What follows belongs to an exercise in optimizing a design on an open flow for small area, a short achievable clock period and few clock cycles per item; a production flow would make more cautious choices. RTL that was checked went through simulation tests only; none was proved equivalent to the original. Function not checked in runs 7 and 8: the RTL went through the layout flow alone.

## flow/design.v (module list and top-level ports; edited modules follow where they fit)
// module nnmm_ram: 17 lines
// module nnmm_mul_cs: 347 lines
// module nnmm_sqr_cs: 253 lines
// module nnmm_front: 167 lines
// module nnmm_back: 167 lines
// module nearest_neighbor_multi_metric: 59 lines
module nearest_neighbor_multi_metric #(
	parameter int VECTOR_LEN = 64,
	parameter int MAX_ROWS = 1024
) (
	input  logic clk,
	input  logic arst_n,
	input  logic psel,
	input  logic penable,
	input  logic pwrite,
	input  logic [1:0] paddr,
	input  logic [31:0] pwdata,
	output logic [31:0] prdata,
	output logic pready,
	input  logic in_valid,
	output logic in_ready,
	input  logic signed [15:0] feature_value,
	input  logic is_query,
	input  logic last_element,
	input  logic last_row,
	output logic out_valid,
	input  logic out_ready,
	output logic signed [40:0] score,
	output logic [9:0] row_index,
	output logic [9:0] best_index,
	output logic is_final
);
  // ...
==> flow/flow/run.sh <==
#!/bin/bash
set -euo pipefail
export SETUP_SLACK_MARGIN=7.3
export CTS_ARGS="-sink_clustering_enable -repair_clock_nets -sink_buffer_max_cap_derate 0.03"
bash standard.sh > standard_flow.log 2>&1
==> flow/standard.sh <==
#!/bin/bash
# synth_recipe.tcl (not shown) runs the flow's synth.tcl, then flattens the netlist and writes it again
# the make line also repeats each setting of config.mk as NAME=value (left out here)
make -C /OpenROAD-flow-scripts/flow DESIGN_CONFIG=/design/flow/config.mk WORK_HOME=/design/flow/orfs CLKGATE_MAP_FILE= SYNTH_SCRIPT=/design/flow/synth_recipe.tcl "${@:-finish}"
==> flow/config.mk <==
export PLATFORM = sky130hd
export DESIGN_NAME = nearest_neighbor_multi_metric
export DESIGN_NICKNAME = nearest_neighbor_multi_metric
export VERILOG_FILES = /design/flow/design.v
export SDC_FILE = /design/flow/constraint.sdc
export NUM_CORES = 4
export LEC_CHECK = 0
export CAP_MARGIN = 35
export CORE_MARGIN = 2
export CORE_UTILIZATION = 50
export SLEW_MARGIN = 35
==> flow/constraint.sdc <==
create_clock -name core_clock -period 11.0 [get_ports {clk}]
set_input_delay 2.2000 -clock core_clock [delete_from_list [all_inputs] [get_ports {clk}]]
set_output_delay 2.2000 -clock core_clock [all_outputs]
set_load 0.01 [all_outputs]
==> run notes, run 1 <==
status = finished clean
Placed Area = 71430 µm²
Finished Layout Cells = 8135
pin count of the biggest net entering global routing = 138
Worst setup EP type = primary output
Synth Area in Simple Gates = 0.09592
CP Launch Type = flop
Crit. Startpoint = u_back.sdd[38]
TritonCTS Sinks = 1742
sequential share of cell area = 0.4906
worst r2r src = u_front.acc_q[2]
M1 GR Usage = 0.3295
worst-margin pin slew = 906.2 ps
flops & latches, synth = 1742
IO Port Bufs = 95
f_max = 269.5 MHz
Total Nets Final = 6771
grt total ovfl = 0
top post-synthesis cells by count = dfxtp_1 (1329), nand2_1 (567), inv_1 (336)
Non-clk invs = 341
initial antenna violation count = 2
Multi-input gate area = 28550 µm²
Testbench counts, summed over its fixed seeds: cycles 41,860, items 598.
==> run 2, diff against run 1 <==
==> flow/flow/run.sh (replaced) <==
#!/bin/bash
set -euo pipefail
export SETUP_SLACK_MARGIN=7.3
bash standard.sh > standard_flow.log 2>&1
--- a/flow/config.mk
+++ b/flow/config.mk
@@ -9,3 +9,4 @@
 export CORE_MARGIN = 2
 export CORE_UTILIZATION = 50
+export PLACE_DENSITY = 0.7
 export SLEW_MARGIN = 35
==> run notes, run 2 <==
initial cell density of the core = 0.5029
CTS clk-pin slew, worst paths = 70 ps
Initial DRT Pass Iterations = 5
most frequent cells in the layout = dfxtp_1 (1279), nand2_1 (564), inv_1 (334)
Final min period = 3743 ps
count leader, synth = dfxtp_1
1st-iter DRT viols = 3554
total track usage = 0.2275
RSZ-0062 raised after global routing = true
via count = 44100
die area = 141100 µm²
Async SR Flop Fraction = 0.05741
Total Nets Final = 6757 (-0.21%)
synth top area cells = dfxtp_1 (39%), edfxtp_1 (14%), fa_1 (6.7%), ha_1 (5.1%), dfrtp_1 (3.6%)
dominant cell type by area after synthesis = dfxtp_1
PnR worst setup slack = 7257 ps
largest registers = u_front.u_ring.ring (1024), u_back.p (74), u_back.rr (41)
hpwl dp = 105.2 mm
Post-synth EDFFs = 313
Primary FF master, synth = dfxtp_1
Vias per Instance = 5.429
Die X = 375.6 µm
worst-margin pin slew = 914.1 ps (+7.907 ps)
commonest non-fill, non-tap cell in the layout = dfxtp_1
final setup fails = 0
Top reg by flops = u_front.u_ring.ring
Crit path largest cell delay = 440 ps
register area share after synthesis = 0.5577
Worst setup EP type = primary output
Routed Antenna Nets = 0
top post-synthesis cells by count = dfxtp_1 (1329), nand2_1 (567), inv_1 (336)
Mapped Area = 69050 µm²
FP Rows = 136
dpl ws = 6525 ps
io pins = 157
slowest stage cell, crit path = edfxtp_1
Buf/Inv on CP = 2
f_max = 267.1 MHz (-0.86%)
Yosys cell types = 91
CP cell instances = buf_12 -> buf_6
Worst Path Required = 8800 ps
crit path DAT = 1540 ps
setup TNS = 0 ps
first-pass GRT wire length = 252.3 mm
TritonCTS Sinks = 1742 (unchanged)
fin. max-slew vios = 0
detailed-route DRC error count = 0
WL/cell = 19.83 µm
initial antenna violation count = 3 (+1)
IO Port Bufs = 95 (unchanged)
flops & latches, synth = 1742 (unchanged)
Hold Vio Cnt, Final = 0
Finished Layout Cells = 8123 (-0.15%)
core area = 137300 µm²
Placed Instances = 7706
cell family contributing the most delay on the critical path = flip-flops
Critical Path Fanout Max = 4
maxcap violations = 0
Syn Area/Cell = 11.36 µm²
Clock Skew = 50.29 ps
Post-Synthesis Cells = 6079
TritonCTS clock tree = done
yosys warns = 4
pin count of the biggest net entering global routing = 121 (-12%)
vias in the first global route = 44020
max reg flops = 1024
Area Growth Syn to Fin = 13.58%
fraction of layout cells with a size suffix above 1 = 0.1091
crit path kind = flop to primary output
status = finished clean
number of buffers created by CTS = 166
Hold Path Class = flop to flop
Final Cycle Share = 0.3403
root buffer cell = clkbuf_16
CP Launch Type = flop
Max Root-Sink Buffers = 3
Slew headroom = 0.3873
Detailed Route WL = 161.1 mm
Yosys top cell area share = 0.3853
grt total ovfl = 0 (unchanged)
Worst-Skew Late Latency = 820 ps
routability congestion estimate = 0.9374
# H-tree levels = 4
overall die height = 375.6 µm
run 2: cell count changes in the layout (fill, tap and decap cells not counted), sizes merged, moves of 3 or more:
cell,before,now
buf,194,185
clkbuf,251,243
clkinv,47,52
dlygate4sd2,7,2
inv,341,344
run 2: cell type report:
| cell class | count | area [µm²] |
|---|---|---|
| diodes | 3 | 7.507 |
| fillers | 11160 | 58890 |
| multi-input cells | 3694 | 28600 |
| flip-flops and latches | 1742 | 38580 |
| repair buffers | 238 | 1968 |
| well taps | 1794 | 2245 |
| clock inverters | 76 | 1109 |
| clock buffers | 235 | 4634 |
| inverters | 341 | 1289 |
run 2: metal layers:
layer	vias to the layer above	global-route usage	wire, µm
met5	-	0	12
met4	2	0.1036	7159
met3	344	0.03545	9808
met2	1471	0.3468	70900
met1	21430	0.3197	73180
li1	20860	-	-
run 2: path summary, 6_finish.rpt:
kind / from / to / slack (ps) / cells after the start
max in group asynchronous: arst_n / u_front.nrm_q[19] / 8550 / 2
min: u_front.u_ring.ring[447] / u_front.u_ring.ring[431] / 290 / 0
min reg2reg: u_front.u_ring.ring[447] / u_front.u_ring.ring[431] / 290 / 0
min in group asynchronous: arst_n / u_back.ov / 1330 / 1
max: u_back.sdd[38] / score[38] / 7260 / 2
max reg2reg: u_back.sdd[38] / u_back.best[25] / 7260 / 13
run 2: logic make-up after synthesis:
group | synth area share
DFF | 0.5577
and+or+nand+nor | 0.09592
AOI/OAI and AO/OA | 0.1088
buffers and inverters | 0.03858
adders and majority gates | 0.1181
xor gates and xnor gates | 0.05733
muxes | 0.02350
other | 0.0001088
run 2: what timing repair did:
| action | CTS | global route |
|---|---|---|
| setup buffers | 73 | 26 |
| gates resized for setup | 299 | 96 |
| endpoints found under the setup margin | 211 | 111 |
| pin swaps | 16 | 28 |
| gates cloned | 2 | 2 |
| hold buffers | 0 | 0 |
run 2: per-stage QoR:
step / hold slack (ps) / util / instance area, µm²
after CTS: 292.7 / 0.5670 / 77860
after floorplan: 309.6 / - / 69200
after detailed placement: 312.1 / 0.5198 / 71370
after global routing: 302.4 / 0.5711 / 78430
after global placement: 311.2 / 0.5194 / 71330
final: 291.2 / 0.5712 / 78430
==> run 3, diff against run 2 <==
--- a/flow/config.mk
+++ b/flow/config.mk
@@ -9,4 +9,3 @@
 export CORE_MARGIN = 2
 export CORE_UTILIZATION = 50
-export PLACE_DENSITY = 0.7
 export SLEW_MARGIN = 35
==> run notes, run 3 <==
status = finished clean
layout filler cell count = 11600 (+3.9%)
setup TNS = 0 ps (unchanged)
Yosys cell types = 91 (unchanged)
worst-margin pin slew = 906.2 ps (-7.907 ps)
synth top area cells = dfxtp_1 (39%), edfxtp_1 (14%), fa_1 (6.7%), ha_1 (5.1%), dfrtp_1 (3.6%)
Finished Layout Cells = 8135 (+0.15%)
commonest non-fill, non-tap cell in the layout = dfxtp_1
Worst-Skew Late Latency = 810 ps (about the same)
Detailed Route WL = 162.2 mm (+0.70%)
Worst setup EP type = primary output
min-delay src = u_front.u_ring.ring[210]
CP Launch Type = flop
Post-synth EDFFs = 313 (unchanged)
crit path kind = flop to primary output
Worst Path Required = 8800 ps (about the same)
Die X = 375.6 µm (unchanged)
TritonCTS Sinks = 1742 (unchanged)
Placed Area = 71430 µm² (about the same)
Routed Antenna Nets = 0 (unchanged)
Top reg by flops = u_front.u_ring.ring
Initial DRT Pass Iterations = 7 (+2)
Multi-input gate area = 28550 µm² (-0.21%)
Reg2Reg Depth = 13 (unchanged)
via count = 43580 (-1.2%)
number of buffers created by CTS = 170 (+2.4%)
largest registers = u_front.u_ring.ring (1024), u_back.p (74), u_back.rr (41)
register area = 38570 µm² (about the same)
Hold Vio Cnt, Final = 0 (unchanged)
hold path depth = 0 (unchanged)
detailed-route DRC error count = 0 (unchanged)
f_max = 269.5 MHz (+0.87%)
# H-tree levels = 4 (unchanged)
Clock Skew = 67.28 ps (+16.98 ps)
count leader, synth = dfxtp_1
register area share after synthesis = 0.5577 (unchanged)
IO Port Bufs = 95 (unchanged)
R2R setup slack = 7330 ps (+70 ps)
Async SR Flop Fraction = 0.05741 (unchanged)
1st-iter DRT viols = 3253 (-8.5%)
RSZ-0062 raised after global routing = true
grt total ovfl = 0 (unchanged)
hpwl dp = 107.3 mm (+2.1%)
flops & latches, synth = 1742 (unchanged)
Vias per Instance = 5.357 (-1.3%)
pin count of the biggest net entering global routing = 138 (+14%)
max reg flops = 1024 (unchanged)
WL/cell = 19.94 µm (+0.55%)
Worst R2R End = u_front.acc_q[38]
crit path DAT = 1510 ps (-30 ps)
Placed Instances = 7716 (+0.13%)
initial cell density of the core = 0.5029 (unchanged)
post-layout util = 0.5725 (+0.001349)
Mapped Area = 69050 µm² (unchanged)
fraction of layout cells with a size suffix above 1 = 0.1077 (-0.001328)
io pins = 157 (unchanged)
Slew headroom = 0.3937 (+0.006360)
root buffer cell = clkbuf_16
CTS clk-pin slew, worst paths = 70 ps (about the same)
Post-Synthesis Cells = 6079 (unchanged)
Final Cycle Share = 0.3374 (-0.002922)
Final min period = 3711 ps (-32.14 ps)
vias in the first global route = 43260 (-1.7%)
TritonCTS clock tree = done
Yosys top cell area share = 0.3853 (unchanged)
dominant cell type by area after synthesis = dfxtp_1
maxcap violations = 0 (unchanged)
FP Rows = 136 (unchanged)
Max Root-Sink Buffers = 3 (unchanged)
Syn Area/Cell = 11.36 µm² (unchanged)
Endpoint, Worst Hold = u_front.u_ring.ring[194]
yosys warns = 4 (unchanged)
final hold slack = 283.5 ps (-7.697 ps)
fin. max-slew vios = 0 (unchanged)
Primary FF master, synth = dfxtp_1
Hold Path Class = flop to flop
core area = 137300 µm² (unchanged)
top post-synthesis cells by count = dfxtp_1 (1329), nand2_1 (567), inv_1 (336)
Critical Path Fanout Max = 4 (unchanged)
total track usage = 0.2298 (+0.002365)
Area Growth Syn to Fin = 13.85%
routability congestion estimate = 0.9158 (-2.3%)
most frequent cells in the layout = dfxtp_1 (1283), nand2_1 (564), inv_1 (333)
initial antenna violation count = 2 (-1)
first-pass GRT wire length = 253.6 mm (+0.52%)
final setup fails = 0 (unchanged)
die area = 141100 µm² (unchanged)
worst r2r src = u_front.acc_q[2]
final non-filler cell area = 78620 µm² (+0.24%)
Total Nets Final = 6771 (+0.21%)
overall die height = 375.6 µm (unchanged)
run 3: cell counts after synthesis:
Identical to the previous run, type by type.
run 3: stage by stage:
stage	worst slack, ps
final	7289
after CTS	7133
after floorplan	7190
after global placement	6809
after detailed placement	6789
after global routing	7170
run 3: cells by family (layout without fill, tap and decap cells):
group | Yosys count | count (layout) | synth area share
DFF | 1742 | 1742 | 0.5577
AOI/OAI and AO/OA | 1150 | 1150 | 0.1088
adders and majority gates | 514 | 514 | 0.1181
buffers and inverters | 672 | 903 | 0.03858
muxes | 154 | 154 | 0.02350
xor gates and xnor gates | 452 | 452 | 0.05733
other | 2 | 33 | 0.0001088
and+or+nand+nor | 1393 | 1393 | 0.09592
run 3: cell type report:
type / instances / share of cell area
Clock inverter: 66 / 0.01330
Antenna cell: 2 / 0.00006366
Clock buffer: 248 / 0.06119
Tap cell: 1794 / 0.02855
Inverter: 341 / 0.01641
Multi-Input combinational cell: 3694 / 0.3631
Timing Repair Buffer: 248 / 0.02677
Sequential cell: 1742 / 0.4906
run 3: layer usage:
metal / up-vias / GRT usage / wire length (µm)
li1: 20880 / - / -
met1: 21240 / 0.3295 / 76320
met2: 1183 / 0.3510 / 71330
met3: 270 / 0.03491 / 8719
met4: 0 / 0.08881 / 5812
met5: - / 0 / 0
run 3: what timing repair did:
item | in CTS | in global routing
gates cloned | 3 | 0
setup buffers | 79 | 21
hold buffers | 0 | 0
setup endpoints to repair | 186 | 108
pin swaps | 23 | 25
gates resized for setup | 311 | 82
run 3: critical path, cell delays in order (launching register included):
cell and delay [ps]:
edfxtp_1 440, buf_12 170, buf_6 110
run 3: worst max-delay path by stage:
stage	cells after the start	start	endpoint
finish	2	u_back.sdd[38]	score[38]
global route	13	u_front.acc_q[2]	u_front.acc_q[38]
CTS	2	u_back.sdd[38]	score[38]
detailed placement	13	u_back.rr[41]	u_back.rr[41]
global placement	13	u_back.rr[41]	u_back.rr[41]
floorplan	11	u_back.sdd[8]	u_back.best[0]
==> run 4, diff against run 3 <==
--- a/flow/config.mk
+++ b/flow/config.mk
@@ -8,4 +8,4 @@
 export CAP_MARGIN = 35
 export CORE_MARGIN = 2
-export CORE_UTILIZATION = 50
+export CORE_UTILIZATION = 60
 export SLEW_MARGIN = 35
==> run notes, run 4 <==
yosys warns = 4 (unchanged)
1st-iter DRT viols = 3487 (+7.2%)
Slew headroom = 0.3846 (-0.009078)
min-delay src = u_front.u_ring.ring[83]
Endpoint, Worst Hold = u_front.u_ring.ring[67]
Final min period = 3712 ps (+1.260 ps)
Post-synth EDFFs = 313 (unchanged)
Max Root-Sink Buffers = 3 (unchanged)
register area share after synthesis = 0.5577 (unchanged)
most frequent cells in the layout = dfxtp_1 (1277), nand2_1 (563), inv_1 (334)
synth top area cells = dfxtp_1 (39%), edfxtp_1 (14%), fa_1 (6.7%), ha_1 (5.1%), dfrtp_1 (3.6%)
Worst Path Required = 8800 ps (about the same)
register area = 38590 µm² (about the same)
io pins = 157 (unchanged)
CTS clk-pin slew, worst paths = 60 ps (about the same)
count leader, synth = dfxtp_1
commonest non-fill, non-tap cell in the layout = dfxtp_1
CP Launch Type = flop
RSZ-0062 raised after global routing = true
Final Cycle Share = 0.3375 (about the same)
post-layout util = 0.6830 (+0.1104)
max reg flops = 1024 (unchanged)
R2R setup slack = 7330 ps (about the same)
worst r2r src = u_front.nrm_q[8]
core area = 114200 µm² (-17%)
Clock Skew = 53.06 ps (-14.21 ps)
dominant cell type by area after synthesis = dfxtp_1
slowest stage cell, crit path = edfxtp_1
worst-margin pin slew = 921.9 ps (+15.70 ps)
via count = 44050 (+1.1%)
Placed Instances = 7426 (-3.8%)
maxcap violations = 0 (unchanged)
die area = 117800 µm² (-16%)
hpwl dp = 105.2 mm (-2.0%)
total track usage = 0.2746 (+0.04475)
root buffer cell = clkbuf_16
initial cell density of the core = 0.6047 (+0.1019)
Worst-Skew Late Latency = 790 ps (-20 ps)
layout filler cell count = 8482 (-27%)
# H-tree levels = 4 (unchanged)
Yosys top cell area share = 0.3853 (unchanged)
top post-synthesis cells by count = dfxtp_1 (1329), nand2_1 (567), inv_1 (336)
Detailed Route WL = 161.5 mm (-0.40%)
first-pass GRT wire length = 251.2 mm (-0.95%)
Primary FF master, synth = dfxtp_1
Worst setup EP type = primary output
largest registers = u_front.u_ring.ring (1024), u_back.p (74), u_back.rr (41)
Routed Antenna Nets = 0 (unchanged)
Critical Path Fanout Max = 5 (+1)
Die X = 343.3 µm (-8.6%)
detailed-route DRC error count = 0 (unchanged)
WL/cell = 20.62 µm (+3.4%)
TritonCTS clock tree = done
Post-Synthesis Cells = 6079 (unchanged)
Async SR Flop Fraction = 0.05741 (unchanged)
TritonCTS Sinks = 1742 (unchanged)
initial antenna violation count = 7 (+5)
crit path DAT = 1510 ps (about the same)
overall die height = 343.3 µm (-8.6%)
Hold Path Class = flop to flop
Multi-input gate area = 28480 µm² (-0.21%)
Reg2Reg Depth = 12 (-1)
grt total ovfl = 0 (unchanged)
f_max = 269.4 MHz (about the same)
IO Port Bufs = 95 (unchanged)
Worst R2R End = u_back.mlo[36]
Finished Layout Cells = 7833 (-3.7%)
FP Rows = 124 (-8.8%)
setup TNS = 0 ps (unchanged)
Syn Area/Cell = 11.36 µm² (unchanged)
CP cell instances = buf_12 -> buf_6
final non-filler cell area = 77990 µm² (-0.80%)
routability congestion estimate = 0.9236 (+0.85%)
fraction of layout cells with a size suffix above 1 = 0.1071 (-0.0006254)
Initial DRT Pass Iterations = 6 (-1)
Vias per Instance = 5.623 (+5.0%)
status = finished clean
Hold Vio Cnt, Final = 0 (unchanged)
number of buffers created by CTS = 164 (-3.5%)
Mapped Area = 69050 µm² (unchanged)
pin count of the biggest net entering global routing = 89 (-36%)
flops & latches, synth = 1742 (unchanged)
Total Nets Final = 6754 (-0.25%)
crit path kind = flop to primary output
Top reg by flops = u_front.u_ring.ring
final setup fails = 0 (unchanged)
Area Growth Syn to Fin = 12.94%
Crit path largest cell delay = 430 ps (about the same)
hold path depth = 0 (unchanged)
Yosys cell types = 91 (unchanged)
fin. max-slew vios = 0 (unchanged)
Placed Area = 71030 µm² (-0.56%)
vias in the first global route = 43370 (+0.25%)
[run 4: cell types whose count changed in the layout (fill, tap and decap cells not counted), moves of 5 or more]
cell | previous run | this run
clkbuf_8 | 21 | 29
clkbuf_1 | 55 | 37
clkbuf_16 | 173 | 167
dfxtp_1 | 1283 | 1277
inv_6 | 3 | 8
buf_4 | 136 | 118
[run 4: layer usage]
| metal | share of wire | GRT usage | up-vias | routed length [µm] |
|---|---|---|---|---|
| li1 | - | - | 20870 | - |
| met1 | 0.46 | 0.4032 | 21470 | 75040 |
| met2 | 0.44 | 0.4169 | 1437 | 71410 |
| met3 | 0.066 | 0.04719 | 268 | 10700 |
| met4 | 0.027 | 0.08661 | 0 | 4389 |
| met5 | 0 | 0 | - | 0 |
[run 4: cell type report]
cell class	count	share of cell area
well taps	1512	0.02426
flip-flops and latches	1742	0.4948
repair buffers	237	0.02655
clock buffers	231	0.05999
multi-input cells	3694	0.3653
diodes	1	0.00003209
clock inverters	75	0.01258
inverters	341	0.01653
[run 4: worst max-delay path: cells and delay by family, from the launching register on]
family | cells | cell delay (ps)
buffers and inverters | 2 | 290
DFF | 1 | 430
[run 4: metrics by stage]
step           hold WS, ps  setup WS [ps]
6_report             289.4           7288
3_3_place_gp         309.6           6783
4_1_cts              284.2           7122
2_1_floorplan        309.6           7190
5_1_grt              289.1           7135
3_5_place_dp         312.1           6769
[run 4: worst max-delay path by stage]
stage	end	startpoint	slack, ps	cells after the start
floorplan	u_back.best[0]	u_back.sdd[8]	7190	11
global placement	u_back.sdd[15]	u_back.mbusy	6780	8
detailed placement	u_back.sdd[16]	u_back.mbusy	6770	7
CTS	score[38]	u_back.sdd[38]	7120	2
global route	u_front.acc_q[38]	u_front.acc_q[2]	7140	12
finish	score[38]	u_back.sdd[38]	7290	2
[run 4: kinds of logic (layout without fill, tap and decap cells)]
group | Yosys count | in the layout | share of synthesized area
AO/OA/AOI/OAI | 1150 | 1150 | 0.1088
XOR/XNOR | 452 | 452 | 0.05733
adder cells (fa/ha/maj) | 514 | 514 | 0.1181
buffers and inverters | 672 | 884 | 0.03858
flip-flops | 1742 | 1742 | 0.5577
multiplexers | 154 | 154 | 0.02350
other | 2 | 32 | 0.0001088
AND/OR/NAND/NOR | 1393 | 1393 | 0.09592
[run 4: timing repair]
item,CTS,global route
hold buffers,0,0
cloned,2,1
hold endpoints to repair,0,0
setup endpoints to repair,257,129
pin swaps,13,12
resized for setup,291,88
buffers inserted,74,20
==> run 5, diff against run 4 <==
==> flow/flow/run.sh (replaced) <==
#!/bin/bash
set -euo pipefail
export SETUP_SLACK_MARGIN=7.35
bash standard.sh > standard_flow.log 2>&1
==> run notes, run 5 <==
status = finished clean
initial cell density of the core = 0.6047 (unchanged)
# diodes = 0 (-1)
Die X = 343.3 µm (unchanged)
Yosys top cell area share = 0.3853 (unchanged)
Critical Path Fanout Max = 3 (-2)
Top reg by flops = u_front.u_ring.ring
Primary FF master, synth = dfxtp_1
# H-tree levels = 4 (unchanged)
PnR worst setup slack = 7211 ps (-76.17 ps)
FP Rows = 124 (unchanged)
Area Growth Syn to Fin = 14.09%
total track usage = 0.2717 (-0.002868)
vias in the first global route = 43100 (-0.62%)
Vias per Instance = 5.560 (-1.1%)
Hold Path Class = flop to flop
flops & latches, synth = 1742 (unchanged)
worst-margin pin slew = 996.3 ps (+74.41 ps)
Post-synth EDFFs = 313 (unchanged)
top post-synthesis cells by count = dfxtp_1 (1329), nand2_1 (567), inv_1 (336)
TritonCTS Sinks = 1742 (unchanged)
die area = 117800 µm² (unchanged)
detailed-route DRC error count = 0 (unchanged)
first-pass GRT wire length = 248.9 mm (-0.89%)
Yosys cell types = 91 (unchanged)
fin. max-slew vios = 0 (unchanged)
IO Port Bufs = 95 (unchanged)
io pins = 157 (unchanged)
CTS clk-pin slew, worst paths = 60 ps (about the same)
Total Nets Final = 6810 (+0.83%)
synth top area cells = dfxtp_1 (39%), edfxtp_1 (14%), fa_1 (6.7%), ha_1 (5.1%), dfrtp_1 (3.6%)
Syn Area/Cell = 11.36 µm² (unchanged)
Detailed Route WL = 159.9 mm (-1.0%)
hold buffers post-CTS = 0 (unchanged)
f_max = 264.0 MHz (-2.0%)
count leader, synth = dfxtp_1
number of buffers created by CTS = 166 (+1.2%)
Worst-Skew Late Latency = 790 ps (about the same)
TritonCTS clock tree = done
Clock Skew = 41.23 ps (-11.83 ps)
Mapped Area = 69050 µm² (unchanged)
layout filler cell count = 8399 (-0.98%)
overall die height = 343.3 µm (unchanged)
dominant cell type by area after synthesis = dfxtp_1
root buffer cell = clkbuf_16
Async SR Flop Fraction = 0.05741 (unchanged)
CP Launch Type = flop
fraction of layout cells with a size suffix above 1 = 0.1256 (+0.01851)
initial antenna violation count = 2 (-5)
Initial DRT Pass Iterations = 5 (-1)
Max Root-Sink Buffers = 3 (unchanged)
Final min period = 3789 ps (+76.17 ps)
pin count of the biggest net entering global routing = 97 (+9.0%)
max reg flops = 1024 (unchanged)
Final Cycle Share = 0.3444 (+0.006925)
1st-iter DRT viols = 3609 (+3.5%)
yosys warns = 4 (unchanged)
via count = 43860 (-0.43%)
grt total ovfl = 0 (unchanged)
Post-Synthesis Cells = 6079 (unchanged)
hpwl dp = 105.0 mm (-0.22%)
Slew headroom = 0.3334 (-0.05122)
dpl ws = 6713 ps (-55.48 ps)
routability congestion estimate = 0.9552 (+3.4%)
crit path DAT = 1590 ps (+80 ps)
Routed Antenna Nets = 0 (unchanged)
maxcap violations = 0 (unchanged)
WL/cell = 20.27 µm (-1.7%)
commonest non-fill, non-tap cell in the layout = dfxtp_1
Hold Vio Cnt, Final = 0 (unchanged)
final setup fails = 0 (unchanged)
Worst setup EP type = primary output
most frequent cells in the layout = dfxtp_1 (1276), nand2_1 (562), inv_1 (332)
setup TNS = 0 ps (unchanged)
largest registers = u_front.u_ring.ring (1024), u_back.p (74), u_back.rr (41)
core area = 114200 µm² (unchanged)
Worst Path Required = 8800 ps (about the same)
RSZ-0062 raised after global routing = true
register area share after synthesis = 0.5577 (unchanged)
crit path kind = flop to primary output
## run 5: cell counts after synthesis
No cell type changed its count.
## run 5: cell type report
| class | count | area, µm² | share of cell area |
|---|---|---|---|
| Multi-Input combinational cell | 3694 | 28890 | 0.3667 |
| Tap cell | 1512 | 1892 | 0.02401 |
| Inverter | 341 | 1286 | 0.01633 |
| Clock buffer | 232 | 4765 | 0.06047 |
| Timing Repair Buffer | 291 | 2469 | 0.03133 |
| Clock inverter | 76 | 887.1 | 0.01126 |
| Sequential cell | 1742 | 38590 | 0.4899 |
## run 5: worst max-delay path, cell delays in order (launching register included)
cell      delay, ps
edfxtp_1        440
buf_12          160
buf_6           110
buf_6           110
## run 5: final timing paths
path	startpoint	to	slack [ps]	cells after the start
worst max-delay path	u_back.sdd[38]	score[38]	7210	3
worst min-delay path	u_front.u_ring.ring[61]	u_front.u_ring.ring[45]	300	0
worst max register to register	u_front.nrm_q[10]	u_back.mlo[36]	7240	12
worst min register to register	u_front.u_ring.ring[61]	u_front.u_ring.ring[45]	300	0
max in group asynchronous	arst_n	u_front.v3	8360	2
min in group asynchronous	arst_n	u_back.ov	1400	1
## run 5: per-layer routing
metal,wire (µm),up-vias,global-route usage
met5,13,-,0
met4,5270,2,0.09671
met3,10320,284,0.04426
met2,69760,1400,0.4087
met1,74520,21200,0.3995
li1,-,20970,-
## run 5: stage by stage
stage	instances	utilization	area [µm²]	hold WS [ps]
2_1_floorplan	6108	-	69200	309.6
3_3_place_gp	7427	0.6218	71010	309.8
3_5_place_dp	7427	0.6220	71030	312.1
4_1_cts	7840	0.6811	77770	300.4
5_1_grt	7888	0.6900	78790	312.5
6_report	7888	0.6900	78790	300.6
## run 5: logic make-up after synthesis
family / Yosys count / synth area share
adder cells (fa/ha/maj): 514 / 0.1181
buffers and inverters: 672 / 0.03858
AND/OR/NAND/NOR: 1393 / 0.09592
multiplexers: 154 / 0.02350
flip-flops: 1742 / 0.5577
XOR/XNOR: 452 / 0.05733
other: 2 / 0.0001088
AO/OA/AOI/OAI: 1150 / 0.1088
## run 5: repair_timing
action                                  in CTS  in global routing
gates resized for setup                    336                149
buffers inserted                           102                 46
endpoints found under the setup margin     222                182
pin swaps                                   25                 52
cloned                                       3                  1
==> module nearest_neighbor_multi_metric, before the edit <==
module nearest_neighbor_multi_metric #(
	parameter int VECTOR_LEN = 64,
	parameter int MAX_ROWS = 1024
) (
	input  logic clk,
	input  logic arst_n,
	input  logic psel,
	input  logic penable,
	input  logic pwrite,
	input  logic [1:0] paddr,
	input  logic [31:0] pwdata,
	output logic [31:0] prdata,
	output logic pready,
	input  logic in_valid,
	output logic in_ready,
	input  logic signed [15:0] feature_value,
	input  logic is_query,
	input  logic last_element,
	input  logic last_row,
	output logic out_valid,
	input  logic out_ready,
	output logic signed [40:0] score,
	output logic [9:0] row_index,
	output logic [9:0] best_index,
	output logic is_final
);
	logic [nnmm_pkg::ModeW-1:0] mode_q;
	logic m_free, j_we, j_cos, j_last, j_first;
	logic signed [nnmm_pkg::AccW-1:0] j_acc;
	logic [nnmm_pkg::NormW-1:0] j_norm, qnorm;
	assign pready = 1'b1;
	logic [nnmm_pkg::ModeW-1:0] rd_q;
	assign prdata = 32'(rd_q);
	always_ff @(posedge clk or negedge arst_n) begin
		if (!arst_n) begin
			mode_q <= nnmm_pkg::MODE_MAN;
			rd_q <= '0;
		end else begin
			if (psel && penable && pwrite && paddr == 2'd0) begin
				mode_q <= pwdata[1:0];
			end
			rd_q <= (paddr == 2'd0) ? mode_q : '0;
		end
	end
	nnmm_front #(.VECTOR_LEN(VECTOR_LEN)) u_front (
		.clk(clk), .arst_n(arst_n), .mode(mode_q), .in_valid(in_valid),
		.in_ready(in_ready), .feature_value(feature_value), .is_query(is_query),
		.last_element(last_element), .last_row(last_row), .m_free(m_free),
		.j_we(j_we), .j_acc(j_acc), .j_norm(j_norm), .j_cos(j_cos),
		.j_last(j_last), .j_first(j_first), .qnorm(qnorm)
	);
	nnmm_back #(.MAX_ROWS(MAX_ROWS)) u_back (
		.clk(clk), .arst_n(arst_n), .j_we(j_we), .j_acc(j_acc), .j_norm(j_norm),
		.j_cos(j_cos), .j_last(j_last), .j_first(j_first), .qnorm(qnorm),
		.m_free(m_free), .out_valid(out_valid), .out_ready(out_ready),
		.score(score), .row_index(row_index), .best_index(best_index),
		.is_final(is_final)
	);
endmodule
==> run 6, diff against run 5 <==
--- a/flow/design.v
+++ b/flow/design.v
@@ -996,15 +996,12 @@
 	logic [nnmm_pkg::NormW-1:0] j_norm, qnorm;
 	assign pready = 1'b1;
-	logic [nnmm_pkg::ModeW-1:0] rd_q;
-	assign prdata = 32'(rd_q);
+	assign prdata = (paddr == 2'd0) ? 32'(mode_q) : 32'h0;
 	always_ff @(posedge clk or negedge arst_n) begin
 		if (!arst_n) begin
 			mode_q <= nnmm_pkg::MODE_MAN;
-			rd_q <= '0;
 		end else begin
 			if (psel && penable && pwrite && paddr == 2'd0) begin
 				mode_q <= pwdata[1:0];
 			end
-			rd_q <= (paddr == 2'd0) ? mode_q : '0;
 		end
 	end
==> flow/flow/run.sh (replaced) <==
#!/bin/bash
set -euo pipefail
export SETUP_SLACK_MARGIN=6.1
bash standard.sh > standard_flow.log 2>&1
--- a/flow/config.mk
+++ b/flow/config.mk
@@ -8,4 +8,4 @@
 export CAP_MARGIN = 35
 export CORE_MARGIN = 2
-export CORE_UTILIZATION = 60
+export CORE_UTILIZATION = 40
 export SLEW_MARGIN = 35
==> run notes, run 6 <==
status = finished clean
dominant cell type by area after synthesis = dfxtp_1
initial cell density of the core = 0.4026 (-0.2021)
M2 GR Usage = 0.2982 (-0.1105)
cell family contributing the most delay on the critical path = simple AND/OR/NAND/NOR gates
overall die height = 419.8 µm (+22%)
final setup fails = 0 (unchanged)
most frequent cells in the layout = dfxtp_1 (1312), nand2_1 (590), inv_1 (332)
root buffer cell = clkbuf_16
Vias per Instance = 5.026 (-9.6%)
Detailed Route WL = 161.6 mm (+1.1%)
setup TNS = 0 ps (unchanged)
yosys warns = 4 (unchanged)
Hold Vio Cnt, Final = 0 (unchanged)
GRT Max-Usage Layer = met2
Final Cycle Share = 0.4408 (+0.09638)
Critical Path Fanout Max = 3 (unchanged)
Async SR Flop Fraction = 0.05632 (-0.001083)
CTS clk-pin slew, worst paths = 60 ps (about the same)
hpwl dp = 109.5 mm (+4.3%)
Yosys top cell area share = 0.3848 (-0.0004741)
io pins = 157 (unchanged)
Yosys cell types = 96 (+5.5%)
die area = 176200 µm² (+50%)
worst-margin pin slew = 995.1 ps (-1.233 ps)
TritonCTS Sinks = 1740 (-0.11%)
pin count of the biggest net entering global routing = 88 (-9.3%)
number of buffers created by CTS = 172 (+3.6%)
WL/cell = 18.87 µm (-6.9%)
Max Root-Sink Buffers = 3 (unchanged)
via count = 43060 (-1.8%)
commonest non-fill, non-tap cell in the layout = dfxtp_1
f_max = 206.2 MHz (-22%)
max reg flops = 1024 (unchanged)
Die X = 419.8 µm (+22%)
Crit path largest cell delay = 150 ps (-290 ps)
Final min period = 4849 ps (+1060 ps)
1st-iter DRT viols = 3021 (-16%)
Mapped Area = 69140 µm² (+0.12%)
Worst setup EP type = primary output
FP Rows = 152 (+23%)
core area = 171700 µm² (+50%)
detailed-route DRC error count = 0 (unchanged)
largest registers = u_front.u_ring.ring (1024), u_back.p (74), u_back.rr (41)
crit path DAT = 2650 ps (+1060 ps)
initial antenna violation count = 3 (+1)
count leader, synth = dfxtp_1
Slew headroom = 0.3357 (+0.002368)
fraction of layout cells with a size suffix above 1 = 0.07498 (-0.05065)
TritonCTS clock tree = done
Routed Antenna Nets = 0 (unchanged)
Syn Area/Cell = 11.34 µm² (-0.14%)
M3 GR Usage = 0.03236 (-0.01191)
fin. max-slew vios = 0 (unchanged)
IO Port Bufs = 95 (unchanged)
CP cell instances = buf_2 -> nor2_4 -> and2_4 -> buf_6
Post-synth EDFFs = 313 (unchanged)
routability congestion estimate = 0.8967 (-6.1%)
Initial DRT Pass Iterations = 6 (+1)
top post-synthesis cells by count = dfxtp_1 (1329), nand2_1 (591), inv_1 (334)
vias in the first global route = 43870 (+1.8%)
Post-Synthesis Cells = 6095 (+0.26%)
maxcap violations = 0 (unchanged)
first-pass GRT wire length = 255.9 mm (+2.8%)
register area share after synthesis = 0.5562 (-0.001410)
Worst Path Required = 8800 ps (about the same)
synth top area cells = dfxtp_1 (38%), edfxtp_1 (14%), fa_1 (6.7%), ha_1 (5.1%), dfrtp_1 (3.5%)
# H-tree levels = 4 (unchanged)
CP Launch Type = input pin
flops & latches, synth = 1740 (-0.11%)
Worst-Skew Late Latency = 830 ps (+40 ps)
M1 GR Usage = 0.2501 (-0.1494)
Total Nets Final = 6684 (-1.9%)
slowest stage cell, crit path = and2_4
final hold slack = 295.0 ps (-5.682 ps)
crit path kind = input pin to primary output
Top reg by flops = u_front.u_ring.ring
RSZ-0062 raised after global routing = false
Primary FF master, synth = dfxtp_1
Buf/Inv on CP = 2 (-1)
Area Growth Syn to Fin = 13.24%
total track usage = 0.1855 (-0.08625)
Clock Skew = 60.67 ps (+19.44 ps)
grt total ovfl = 0 (unchanged)
Hold Path Class = flop to flop
-- run 6: cell count changes after synthesis, sizes merged, moves of 14 or more --
cell	delta
a21oi	-31
a21o	+25
xor2	+14
clkbuf	+18
nand2	+24
xnor2	-20
-- run 6: worst paths after layout --
kind / slack [ps] / to / start / cells after the start
hold / removal: 290 / u_front.u_ring.ring[961] / u_front.u_ring.ring[977] / 0
max in group asynchronous: 8430 / u_front.pos_q[0] / arst_n / 2
min in group asynchronous: 1360 / u_back.ov / arst_n / 1
setup / recovery: 6150 / prdata[1] / paddr[0] / 4
setup reg to reg: 6270 / u_back.obest[0] / u_back.sdd[8] / 12
hold reg to reg: 290 / u_front.u_ring.ring[961] / u_front.u_ring.ring[977] / 0
-- run 6: cells by family (layout without fill, tap and decap cells) --
| kind of cell | after synthesis | after routing | share of synthesized area |
|---|---|---|---|
| AO/OA/AOI/OAI | 1137 | 1137 | 0.1084 |
| AND/OR/NAND/NOR | 1430 | 1430 | 0.09941 |
| XOR/XNOR | 446 | 446 | 0.05650 |
| other | 2 | 33 | 0.0001086 |
| buffers and inverters | 677 | 808 | 0.03860 |
| multiplexers | 149 | 149 | 0.02273 |
| flip-flops | 1740 | 1740 | 0.5562 |
| adder cells (fa/ha/maj) | 514 | 514 | 0.1180 |
-- run 6: worst reg2reg max path, stage by stage, from the launching register on --
cell,delay [ps]
edfxtp_1,550
ha_1,380
a21o_1,180
a21o_1,160
a21oi_1,140
nor2_1,50
a211oi_1,470
o221ai_1,380
a221o_1,460
or4_1,570
a21oi_1,200
o21a_4,400
buf_4,420
-- run 6: final cells by class --
class,count,area (µm²)
Fill cell,15700,93440
Clock inverter,79,1180
Timing Repair Buffer,151,1405
Clock buffer,240,4876
Sequential cell,1740,38480
Antenna cell,2,5.005
Tap cell,2310,2890
Inverter,338,1275
Multi-Input combinational cell,3707,28180
-- run 6: metrics by stage --
| stage | util | instance area, µm² | setup slack [ps] | cells |
|---|---|---|---|---|
| 2_1_floorplan | - | 69250 | 6300 | 6124 |
| 3_3_place_gp | 0.4200 | 72130 | 5383 | 8243 |
| 3_5_place_dp | 0.4203 | 72190 | 5322 | 8245 |
| 4_1_cts | 0.4556 | 78250 | 6109 | 8565 |
| 5_1_grt | 0.4559 | 78290 | 6109 | 8565 |
| 6_report | 0.4559 | 78290 | 6151 | 8567 |
-- run 6: routing by layer --
layer / vias to the layer above / wire length, µm
met5: - / 0
met4: 0 / 5741
met3: 314 / 8459
met2: 1085 / 73890
met1: 20930 / 73540
li1: 20730 / -
-- run 6: what timing repair did --
action,in CTS,in global routing
hold buffers,0,0
hold endpoints to repair,0,0
gates resized for setup,18,3
pin swaps,3,1
buffers inserted,1,0
endpoints found under the setup margin,30,2
Testbench counts of run 6, summed over its fixed seeds: cycles 41,860, items 598.
==> module nnmm_back, before the edit <==
module nnmm_back #(
	parameter int MAX_ROWS = 1024
) (
	input  logic clk,
	input  logic arst_n,
	input  logic j_we,
	input  logic signed [nnmm_pkg::AccW-1:0] j_acc,
	input  logic [nnmm_pkg::NormW-1:0] j_norm,
	input  logic j_cos,
	input  logic j_last,
	input  logic j_first,
	input  logic [nnmm_pkg::NormW-1:0] qnorm,
	output logic m_free,
	output logic out_valid,
	input  logic out_ready,
	output logic signed [40:0] score,
	output logic [nnmm_pkg::IdxW-1:0] row_index,
	output logic [nnmm_pkg::IdxW-1:0] best_index,
	output logic is_final
);
	localparam int AW = nnmm_pkg::AccW;
	localparam int NW = nnmm_pkg::NormW;
	localparam int IW = nnmm_pkg::IdxW;
	localparam int PW = 2 * NW;
	localparam int RW = NW + 5;
	logic mv, mcos, mlast, mfirst, mbusy;
	logic signed [AW-1:0] md;
	logic [NW-1:0] mhi, mlo;
	logic [5:0] mcnt;
	logic m_done, m_to_sd;
	logic [NW:0] msum;
	assign m_done = mv && !mbusy;
	assign m_free = !mv;
	assign msum = {1'b0, mhi} + (mlo[0] ? {1'b0, qnorm} : '0);
	always_ff @(posedge clk) begin
		if (j_we) begin
			md <= j_acc;
			mlo <= j_norm;
			mhi <= '0;
			mcnt <= '0;
			mbusy <= j_cos;
			mcos <= j_cos;
			mlast <= j_last;
			mfirst <= j_first;
		end else if (mbusy) begin
			{mhi, mlo} <= {msum, mlo[NW-1:1]};
			mcnt <= mcnt + 6'd1;
			if (mcnt == 6'(NW - 1)) begin
				mbusy <= 1'b0;
			end
		end
	end
	logic sdv, sdcos, sdlast, sdfirst, sdneg;
	logic ph_sq, ph_dl, ph_dv, ph_fin;
	logic signed [AW-1:0] sdd;
	logic [PW-1:0] p;
	logic [RW-1:0] rr;
	logic [NW-1:0] root;
	logic [5:0] sdcnt;
	logic sd_done, pos;
	logic [RW-1:0] a_sq, x_sq, sum_sq;
	logic [NW+2:0] a_dv, x_dv, sum_dv;
	logic [AW-1:0] dabs;
	logic [16:0] quo;
	assign pos = !rr[RW-1];
	assign a_sq = {rr[RW-3:0], p[PW-1 -: 2]};
	assign x_sq = {{3{pos}}, root ^ {NW{pos}}, 2'b11};
	assign sum_sq = a_sq + x_sq;
	assign a_dv = {rr[NW+1:0], pos};
	assign x_dv = {{2{pos}}, root ^ {NW{pos}}, pos};
	assign sum_dv = a_dv + x_dv;
	assign dabs = sdd[AW-1] ? AW'(-sdd) : AW'(sdd);
	assign quo = sdd[16:0];
	assign m_to_sd = m_done && !sdv;
	assign sd_done = sdv && !(ph_sq || ph_dl || ph_dv || ph_fin);
	always_ff @(posedge clk) begin
		if (m_to_sd) begin
			sdd <= md;
			p <= {mhi, mlo};
			rr <= '0;
			root <= '0;
			sdcnt <= '0;
			ph_sq <= mcos;
			ph_dl <= 1'b0;
			ph_dv <= 1'b0;
			ph_fin <= 1'b0;
			sdcos <= mcos;
			sdlast <= mlast;
			sdfirst <= mfirst;
		end else begin
			if (ph_sq) begin
				p <= p << 2;
				rr <= sum_sq;
				root <= {root[NW-2:0], !sum_sq[RW-1]};
				sdcnt <= sdcnt + 6'd1;
				if (sdcnt == 6'(NW - 1)) begin
					ph_sq <= 1'b0;
					ph_dl <= 1'b1;
				end
			end
			if (ph_dl) begin
				rr <= RW'(dabs);
				sdneg <= sdd[AW-1];
				sdcnt <= '0;
				ph_dl <= 1'b0;
				ph_dv <= 1'b1;
			end
			if (ph_dv) begin
				rr <= {{(RW-NW-3){sum_dv[NW+2]}}, sum_dv};
				sdd <= {sdd[AW-2:0], !sum_dv[NW+2]};
				sdcnt <= sdcnt + 6'd1;
				if (sdcnt == 6'd16) begin
					ph_dv <= 1'b0;
					ph_fin <= 1'b1;
				end
			end
			if (ph_fin) begin
				sdd <= (root == '0) ? '0 : sdneg ? -(AW'(quo)) : AW'(quo);
				ph_fin <= 1'b0;
			end
		end
	end
	logic ov, c_take;
	logic signed [AW-1:0] best;
	logic [IW-1:0] oidx, obest, idx;
	logic better;
	assign c_take = sd_done && !ov;
	assign idx = sdfirst ? '0 : (32'(oidx) >= MAX_ROWS - 1) ? oidx : oidx + IW'(1);
	assign better = sdfirst || (sdcos ? (sdd > best) : (sdd < best));
	always_ff @(posedge clk) begin
		if (c_take) begin
			oidx <= idx;
			if (better) begin
				best <= sdd;
				obest <= idx;
			end
		end
	end
	always_ff @(posedge clk or negedge arst_n) begin
		if (!arst_n) begin
			mv <= 1'b0;
			sdv <= 1'b0;
			ov <= 1'b0;
		end else begin
			if (j_we) begin
				mv <= 1'b1;
			end else if (m_to_sd) begin
				mv <= 1'b0;
			end
			if (m_to_sd) begin
				sdv <= 1'b1;
			end else if (ov && out_ready) begin
				sdv <= 1'b0;
			end
			if (c_take) begin
				ov <= 1'b1;
			end else if (out_ready) begin
				ov <= 1'b0;
			end
		end
	end
	assign out_valid = ov;
	assign score = 41'(sdd);
	assign row_index = oidx;
	assign best_index = obest;
	assign is_final = sdlast;
endmodule
==> run 7, diff against run 6 <==
--- a/flow/design.v
+++ b/flow/design.v
@@ -925,5 +925,7 @@
 	assign c_take = sd_done && !ov;
 	assign idx = sdfirst ? '0 : (32'(oidx) >= MAX_ROWS - 1) ? oidx : oidx + IW'(1);
-	assign better = sdfirst || (sdcos ? (sdd > best) : (sdd < best));
+	logic [AW:0] cmp;
+	assign cmp = {sdd[AW-1], sdd} + {~best[AW-1], ~best} + (AW+1)'(!sdcos);
+	assign better = sdfirst || (sdcos ? !cmp[AW] : cmp[AW]);
 	always_ff @(posedge clk) begin
 		if (c_take) begin
@@ -996,12 +998,15 @@
 	logic [nnmm_pkg::NormW-1:0] j_norm, qnorm;
 	assign pready = 1'b1;
-	assign prdata = (paddr == 2'd0) ? 32'(mode_q) : 32'h0;
+	logic [nnmm_pkg::ModeW-1:0] rd_q;
+	assign prdata = 32'(rd_q);
 	always_ff @(posedge clk or negedge arst_n) begin
 		if (!arst_n) begin
 			mode_q <= nnmm_pkg::MODE_MAN;
+			rd_q <= '0;
 		end else begin
 			if (psel && penable && pwrite && paddr == 2'd0) begin
 				mode_q <= pwdata[1:0];
 			end
+			rd_q <= (paddr == 2'd0) ? mode_q : '0;
 		end
 	end
==> flow/flow/run.sh (replaced) <==
#!/bin/bash
set -euo pipefail
export SETUP_SLACK_MARGIN=7.3
bash standard.sh > standard_flow.log 2>&1
--- a/flow/config.mk
+++ b/flow/config.mk
@@ -8,4 +8,4 @@
 export CAP_MARGIN = 35
 export CORE_MARGIN = 2
-export CORE_UTILIZATION = 40
+export CORE_UTILIZATION = 60
 export SLEW_MARGIN = 35
==> run notes, run 7 <==
register area = 38590 µm² (+0.29%)
FP Rows = 124 (-18%)
via count = 43520 (+1.1%)
Finished Layout Cells = 7789 (-9.1%)
Area Growth Syn to Fin = 13.35% (about the same)
fin. max-slew vios = 0 (unchanged)
Worst-Skew Late Latency = 820 ps (about the same)
top post-synthesis cells by count = dfxtp_1 (1329), nand2_1 (583), inv_1 (329)
Post-synth EDFFs = 313 (unchanged)
Syn Area/Cell = 11.42 µm² (+0.66%)
routability congestion estimate = 0.9077 (+1.2%)
WL/cell = 20.81 µm (+10%)
Top reg by flops = u_front.u_ring.ring
status = finished clean
Placed Instances = 7372 (-11%)
Multi-input gate area = 28330 µm² (+0.55%)
Max Root-Sink Buffers = 3 (unchanged)
dominant cell type by area after synthesis = dfxtp_1
Post-Synthesis Cells = 6021 (-1.2%)
max reg flops = 1024 (unchanged)
maxcap violations = 0 (unchanged)
Final Cycle Share = 0.3405 (-0.1003)
initial antenna violation count = 4 (+1)
Worst setup EP type = flop
Yosys cell types = 97 (+1.0%)
TritonCTS Sinks = 1742 (+0.11%)
die area = 117300 µm² (-33%)
# H-tree levels = 4 (unchanged)
vias in the first global route = 43010 (-1.9%)
final setup fails = 0 (unchanged)
overall die height = 342.5 µm (-18%)
initial cell density of the core = 0.6029 (+0.2003)
number of buffers created by CTS = 163 (-5.2%)
Async SR Flop Fraction = 0.05741 (+0.001083)
io pins = 157 (unchanged)
CP Launch Type = flop
Routed Antenna Nets = 0 (unchanged)
worst-margin pin slew = 922.7 ps (-72.31 ps)
Total Nets Final = 6712 (+0.42%)
Mapped Area = 68750 µm² (-0.56%)
Critical Path Fanout Max = 4 (+1)
hpwl dp = 106.1 mm (-3.1%)
Initial DRT Pass Iterations = 6 (unchanged)
Worst Path Required = 11530 ps (+2730 ps)
root buffer cell = clkbuf_16
yosys warns = 4 (unchanged)
Hold Path Class = flop to flop
largest registers = u_front.u_ring.ring (1024), u_back.p (74), u_back.rr (41)
Vias per Instance = 5.587 (+11%)
f_max = 267.0 MHz (+29%)
final hold slack = 288.9 ps (-6.011 ps)
Die X = 342.5 µm (-18%)
Hold Vio Cnt, Final = 0 (unchanged)
count leader, synth = dfxtp_1
CTS clk-pin slew, worst paths = 70 ps (about the same)
total track usage = 0.2772 (+0.09174)
IO Port Bufs = 95 (unchanged)
fraction of layout cells with a size suffix above 1 = 0.1147 (+0.03976)
TritonCTS clock tree = done
commonest non-fill, non-tap cell in the layout = dfxtp_1
synth top area cells = dfxtp_1 (39%), edfxtp_1 (14%), fa_1 (6.7%), ha_1 (5.2%), dfrtp_1 (3.6%)
register area share after synthesis = 0.5601 (+0.003846)
crit path kind = flop to flop
pin count of the biggest net entering global routing = 76 (-14%)
setup TNS = 0 ps (unchanged)
crit path DAT = 4270 ps (+1620 ps)
core area = 114000 µm² (-34%)
layout filler cell count = 8579 (-45%)
RSZ-0062 raised after global routing = true
Primary FF master, synth = dfxtp_1
detailed-route DRC error count = 0 (unchanged)
post-layout util = 0.6834 (+0.2275)
hold path depth = 0 (unchanged)
first-pass GRT wire length = 251.6 mm (-1.7%)
Clock Skew = 103.4 ps (+42.69 ps)
Detailed Route WL = 162.1 mm (+0.30%)
flops & latches, synth = 1742 (+0.11%)
most frequent cells in the layout = dfxtp_1 (1279), nand2_1 (581), inv_1 (326)
R2R setup slack = 7250 ps (+980 ps)
Yosys top cell area share = 0.3870 (+0.002157)
Slew headroom = 0.3848 (+0.04911)
Final min period = 3746 ps (-1103 ps)
grt total ovfl = 0 (unchanged)
Reg2Reg Depth = 13 (+1)
1st-iter DRT viols = 3172 (+5.0%)
==> run 7: cell types whose count changed after synthesis, sizes merged, moves of 14 or more <==
cell    before  now
a21o       124  100
a21oi      269  283
buf         57   76
clkbuf     282  249
nor2b       60   43
xnor2      257  274
==> run 7: path summary, 6_finish.rpt <==
kind | startpoint | endpoint
setup / recovery | u_front.nrm_q[6] | u_front.qn_q[24]
max in group asynchronous | arst_n | u_front.acc_q[11]
min in group asynchronous | arst_n | u_back.ov
hold reg to reg | u_front.u_ring.ring[1006] | u_front.u_ring.ring[990]
setup reg to reg | u_front.nrm_q[6] | u_front.qn_q[24]
hold / removal | u_front.u_ring.ring[1006] | u_front.u_ring.ring[990]
==> run 7: kinds of logic (layout without fill, tap and decap cells) <==
| group | after synthesis | count (layout) | synth area share |
|---|---|---|---|
| AO/OA/AOI/OAI | 1146 | 1147 | 0.1099 |
| multiplexers | 142 | 142 | 0.02180 |
| other | 2 | 33 | 0.0001092 |
| XOR/XNOR | 461 | 461 | 0.05873 |
| flip-flops | 1742 | 1742 | 0.5601 |
| buffers and inverters | 658 | 882 | 0.03829 |
| AND/OR/NAND/NOR | 1356 | 1356 | 0.09247 |
| adder cells (fa/ha/maj) | 514 | 514 | 0.1187 |
==> run 7: worst max-delay path, cell delays in order, from the launching register on <==
cell,delay (ps)
dfrtp_1,400
fa_1,550
ha_4,220
a21o_1,190
a2111oi_4,390
o21ai_2,120
a41o_1,240
o22a_2,290
a21bo_2,240
a21o_1,200
a21oi_2,160
xor2_2,280
buf_4,190
inv_1,40
==> run 7: timing repair <==
item                       CTS  global route
hold buffers                 0             0
gates cloned                 2             0
setup buffers               73            37
gates resized for setup    296           116
pin swaps                   18            51
setup endpoints to repair  226           189
==> run 7: stage by stage <==
stage | setup slack [ps] | instance area (µm²)
3_5_place_dp | 6206 | 70690
6_report | 7254 | 77930
3_3_place_gp | 6234 | 70640
2_1_floorplan | 7137 | 68870
4_1_cts | 7192 | 77200
5_1_grt | 7119 | 77930
==> run 7: area by class of cell <==
| cell class | instances | area share |
|---|---|---|
| Timing Repair Buffer | 247 | 0.02611 |
| Tap cell | 1512 | 0.02428 |
| Clock buffer | 225 | 0.05974 |
| Clock inverter | 77 | 0.01487 |
| Multi-Input combinational cell | 3651 | 0.3636 |
| Sequential cell | 1742 | 0.4952 |
| Antenna cell | 2 | 0.00006422 |
| Inverter | 333 | 0.01618 |
==> run 7: layer usage <==
layer	GRT usage	share of wire	vias to the layer above
li1	-	-	20640
met2	0.4311	0.45	1345
met5	0	0.00021	-
met3	0.04250	0.056	289
met1	0.3909	0.45	21240
met4	0.1129	0.040	4
==> run 8, diff against run 7 <==
--- a/flow/design.v
+++ b/flow/design.v
@@ -874,5 +874,4 @@
 	always_ff @(posedge clk) begin
 		if (m_to_sd) begin
-			sdd <= md;
 			p <= {mhi, mlo};
 			rr <= '0;
@@ -884,5 +883,4 @@
 			ph_fin <= 1'b0;
 			sdcos <= mcos;
-			sdlast <= mlast;
 			sdfirst <= mfirst;
 		end else begin
@@ -906,5 +904,4 @@
 			if (ph_dv) begin
 				rr <= {{(RW-NW-3){sum_dv[NW+2]}}, sum_dv};
-				sdd <= {sdd[AW-2:0], !sum_dv[NW+2]};
 				sdcnt <= sdcnt + 6'd1;
 				if (sdcnt == 6'd16) begin
@@ -914,9 +911,21 @@
 			end
 			if (ph_fin) begin
-				sdd <= (root == '0) ? '0 : sdneg ? -(AW'(quo)) : AW'(quo);
 				ph_fin <= 1'b0;
 			end
 		end
 	end
+	always_ff @(posedge clk or negedge arst_n) begin
+		if (!arst_n) begin
+			sdd <= '0;
+			sdlast <= 1'b0;
+		end else if (m_to_sd) begin
+			sdd <= md;
+			sdlast <= mlast;
+		end else if (ph_dv) begin
+			sdd <= {sdd[AW-2:0], !sum_dv[NW+2]};
+		end else if (ph_fin) begin
+			sdd <= (root == '0) ? '0 : sdneg ? -(AW'(quo)) : AW'(quo);
+		end
+	end
 	logic ov, c_take;
 	logic signed [AW-1:0] best;
@@ -925,16 +934,21 @@
 	assign c_take = sd_done && !ov;
 	assign idx = sdfirst ? '0 : (32'(oidx) >= MAX_ROWS - 1) ? oidx : oidx + IW'(1);
-	logic [AW:0] cmp;
-	assign cmp = {sdd[AW-1], sdd} + {~best[AW-1], ~best} + (AW+1)'(!sdcos);
-	assign better = sdfirst || (sdcos ? !cmp[AW] : cmp[AW]);
-	always_ff @(posedge clk) begin
-		if (c_take) begin
+	assign better = sdfirst || (sdcos ? (sdd > best) : (sdd < best));
+	always_ff @(posedge clk or negedge arst_n) begin
+		if (!arst_n) begin
+			oidx <= '0;
+			obest <= '0;
+		end else if (c_take) begin
 			oidx <= idx;
 			if (better) begin
-				best <= sdd;
 				obest <= idx;
 			end
 		end
 	end
+	always_ff @(posedge clk) begin
+		if (c_take && better) begin
+			best <= sdd;
+		end
+	end
 	always_ff @(posedge clk or negedge arst_n) begin
 		if (!arst_n) begin
==> flow/flow/run.sh (replaced) <==
#!/bin/bash
set -euo pipefail
export SETUP_SLACK_MARGIN=7.45
bash standard.sh > standard_flow.log 2>&1
--- a/flow/config.mk
+++ b/flow/config.mk
@@ -8,4 +8,4 @@
 export CAP_MARGIN = 35
 export CORE_MARGIN = 2
-export CORE_UTILIZATION = 60
+export CORE_UTILIZATION = 50
 export SLEW_MARGIN = 35
==> run notes, run 8 <==
Yosys top cell area share = 0.3869 (about the same)
Final Cycle Share = 0.3412 (+0.0007409)
grt total ovfl = 0 (unchanged)
post-layout util = 0.5941 (-0.08932)
initial antenna violation count = 2 (-2)
f_max = 266.4 MHz (-0.22%)
Syn Area/Cell = 11.24 µm² (-1.5%)
total track usage = 0.2296 (-0.04760)
status = finished clean
first-pass GRT wire length = 254.7 mm (+1.2%)
register area share after synthesis = 0.5556 (-0.004489)
IO Port Bufs = 95 (unchanged)
Hold Vio Cnt, Final = 0 (unchanged)
fraction of layout cells with a size suffix above 1 = 0.1671 (+0.05239)
FP Rows = 136 (+9.7%)
flops & latches, synth = 1742 (unchanged)
dpl ws = 5875 ps (-330.8 ps)
number of buffers created by CTS = 171 (+4.9%)
Routed Antenna Nets = 0 (unchanged)
Worst-Skew Late Latency = 810 ps (about the same)
Placed Area = 71100 µm² (+0.58%)
1st-iter DRT viols = 3045 (-4.0%)
hold buffers post-CTS = 0 (unchanged)
worst-margin pin slew = 934.1 ps (+11.40 ps)
hpwl dp = 107.6 mm (+1.3%)
Hold Path Class = flop to flop
WL/cell = 19.72 µm (-5.3%)
final setup fails = 0 (unchanged)
Die X = 374.9 µm (+9.4%)
setup TNS = 0 ps (unchanged)
fin. max-slew vios = 0 (unchanged)
CTS clk-pin slew, worst paths = 60 ps (about the same)
top post-synthesis cells by count = dfxtp_1 (1329), nand2_1 (582), inv_1 (337)
slowest stage cell, crit path = fa_1
commonest non-fill, non-tap cell in the layout = dfxtp_1
crit path DAT = 4310 ps (+40 ps)
# H-tree levels = 4 (unchanged)
overall die height = 374.9 µm (+9.4%)
vias in the first global route = 43960 (+2.2%)
CP cell instances = fa_1 -> ha_4 -> and2_4 -> o21ai_4 -> o21ai_4 -> o41a_1 -> buf_6 -> and3_4 -> or3_4 -> nand2_4 -> o31a_1 -> buf_4 -> nor2_4 -> xor2_2 -> mux2_4
Detailed Route WL = 163.0 mm (+0.58%)
synth top area cells = dfxtp_1 (39%), edfxtp_1 (11%), fa_1 (6.7%), dfrtp_1 (5.8%), ha_1 (5.2%)
Clock Skew = 50.77 ps (-52.60 ps)
Worst Path Required = 11560 ps (+30 ps)
Top reg by flops = u_front.u_ring.ring
most frequent cell on the critical path = o21ai_4
final non-filler cell area = 81380 µm² (+4.4%)
via count = 44070 (+1.3%)
TritonCTS Sinks = 1742 (unchanged)
core area = 137000 µm² (+20%)
pin count of the biggest net entering global routing = 101 (+33%)
io pins = 157 (unchanged)
Slew headroom = 0.3750 (-0.009803)
Total Nets Final = 6905 (+2.9%)
Primary FF master, synth = dfxtp_1
crit path kind = flop to flop
die area = 140500 µm² (+20%)
initial cell density of the core = 0.5020 (-0.1009)
Yosys cell types = 90 (-7.2%)
Final min period = 3754 ps (+8.150 ps)
PnR worst setup slack = 7246 ps (-8.150 ps)
Initial DRT Pass Iterations = 6 (unchanged)
TritonCTS clock tree = done
Mapped Area = 68770 µm² (about the same)
Worst setup EP type = flop
routability congestion estimate = 0.8922 (-1.7%)
Async SR Flop Fraction = 0.09185 (+0.03444)
Vias per Instance = 5.329 (-4.6%)
maxcap violations = 0 (unchanged)
yosys warns = 4 (unchanged)
Max Root-Sink Buffers = 3 (unchanged)
RSZ-0062 raised after global routing = true
CP Launch Type = flop
most frequent cells in the layout = dfxtp_1 (1276), nand2_1 (570), inv_1 (329)
root buffer cell = clkbuf_16
dominant cell type by area after synthesis = dfxtp_1
Crit path largest cell delay = 570 ps (+20 ps)
Post-synth EDFFs = 253 (-19%)
largest registers = u_front.u_ring.ring (1024), u_back.p (74), u_back.rr (41)
count leader, synth = dfxtp_1
max reg flops = 1024 (unchanged)
detailed-route DRC error count = 0 (unchanged)
Critical Path Fanout Max = 3 (-1)
Post-Synthesis Cells = 6117 (+1.6%)
Area Growth Syn to Fin = 18.34%
-- run 8: cell types whose count changed in the layout (fill, tap and decap cells not counted), moves of 39 or more --
cell / delta
a21oi_1: -53
dfrtp_2: +47
buf_6: +79
buf_4: +56
edfxtp_1: -60
o21ai_0: -39
-- run 8: metrics by stage --
step	std cells	hold slack [ps]
after floorplan	6146	309.6
after global placement	7737	310.1
after detailed placement	7739	312.1
after CTS	8189	280.7
after global routing	8268	292.2
final	8269	294.8
-- run 8: cell type report --
cell class	count	area, µm²
timing repair buffer	354	3341
tap	1794	2245
fill	11240	55600
clock inverter	86	1296
sequential	1742	38390
multi-input combinational	3721	29970
antenna	1	2.502
inverter	341	1303
clock buffer	230	4837
-- run 8: cell families (layout without fill, tap and decap cells) --
kind of cell | after synthesis | count (layout) | share of synthesized area
DFF | 1742 | 1742 | 0.5556
xor gates and xnor gates | 443 | 443 | 0.05642
adders and majority gates | 514 | 514 | 0.1186
buffers and inverters | 683 | 1011 | 0.03941
AOI/OAI and AO/OA | 1147 | 1147 | 0.1102
other | 2 | 32 | 0.0001092
muxes | 140 | 140 | 0.02149
and+or+nand+nor | 1446 | 1446 | 0.09812
-- run 8: worst paths after layout --
check	startpoint	to	slack (ps)	cells after the start
hold reg to reg	u_front.u_ring.ring[626]	u_front.u_ring.ring[610]	290	0
max in group asynchronous	arst_n	u_back.oidx[4]	8260	2
setup / recovery	u_front.nrm_q[6]	u_back.mlo[36]	7250	15
hold / removal	u_front.u_ring.ring[626]	u_front.u_ring.ring[610]	290	0
min in group asynchronous	arst_n	u_front.nrm_q[34]	1420	1
setup reg to reg	u_front.nrm_q[6]	u_back.mlo[36]	7250	15
-- run 8: critical path, delay by kind of cell, from the launching register on --
family	cells	cell delay [ps]
AOI/OAI and AO/OA	4	810
xor gates and xnor gates	1	160
adders and majority gates	2	790
buffers and inverters	2	310
DFF	1	410
muxes	1	270
and+or+nand+nor	5	780
-- run 8: per-layer routing --
metal	up-vias	share of wire	global-route usage
met5	-	0.00014	0
met4	4	0.032	0.07745
met3	258	0.045	0.03283
met2	1023	0.45	0.3646
met1	21650	0.47	0.3230
li1	21130	-	-
-- run 8: timing repair --
| item | CTS | global route |
|---|---|---|
| setup buffers | 130 | 75 |
| gates resized for setup | 619 | 280 |
| cloned | 4 | 4 |
| pin swaps | 65 | 115 |
| endpoints found under the setup margin | 402 | 270 |

separate check: timing with driven ports:
The flow's constraints put no driver on any port. The routed layouts listed below were extracted and timed again, unchanged, in two steps.
Step 1 sets driving cells, clkbuf_16 on the clock port and buf_2 on the other inputs (assumed; they add their load-dependent delay and slew).
Step 2, shift: input delay + t, output delay - t, t = (earliest + latest rising clock arrival at the registers) / 2. This alone moves slack from input paths to output paths.
a / b / c = ideal / step 1 / step 2; a / b = the first two.
run	t (ns)	setup slack, ns	hold slack, ns	worst register clock-pin slew, ns
run 1	0.856	7.289 / 7.215 / 7.129	0.284 / 0.284 / 0.284	0.07 / 0.07
run 2	0.869	7.257 / 7.183 / 6.983	0.291 / 0.291 / 0.291	0.07 / 0.07
run 3	0.856	7.289 / 7.215 / 7.129	0.284 / 0.284 / 0.284	0.07 / 0.07
run 4	0.847	7.288 / 7.208 / 7.157	0.289 / 0.289 / 0.289	0.07 / 0.07
run 5	0.851	7.211 / 7.128 / 7.153	0.301 / 0.301 / 0.301	0.07 / 0.07
run 6	0.879	6.151 / 6.121 / 6.121	0.295 / 0.295 / 0.295	0.07 / 0.07
run 7	0.848	7.254 / 7.223 / 6.621	0.289 / 0.289 / 0.289	0.07 / 0.07
run 8	0.861	7.246 / 7.243 / 7.246	0.295 / 0.295 / 0.295	0.07 / 0.07
After both steps setup and hold are still met in every run listed. For run 7, which loses most, drivers alone change the setup slack by -0.031 ns; drivers and shift together by -0.633 ns.
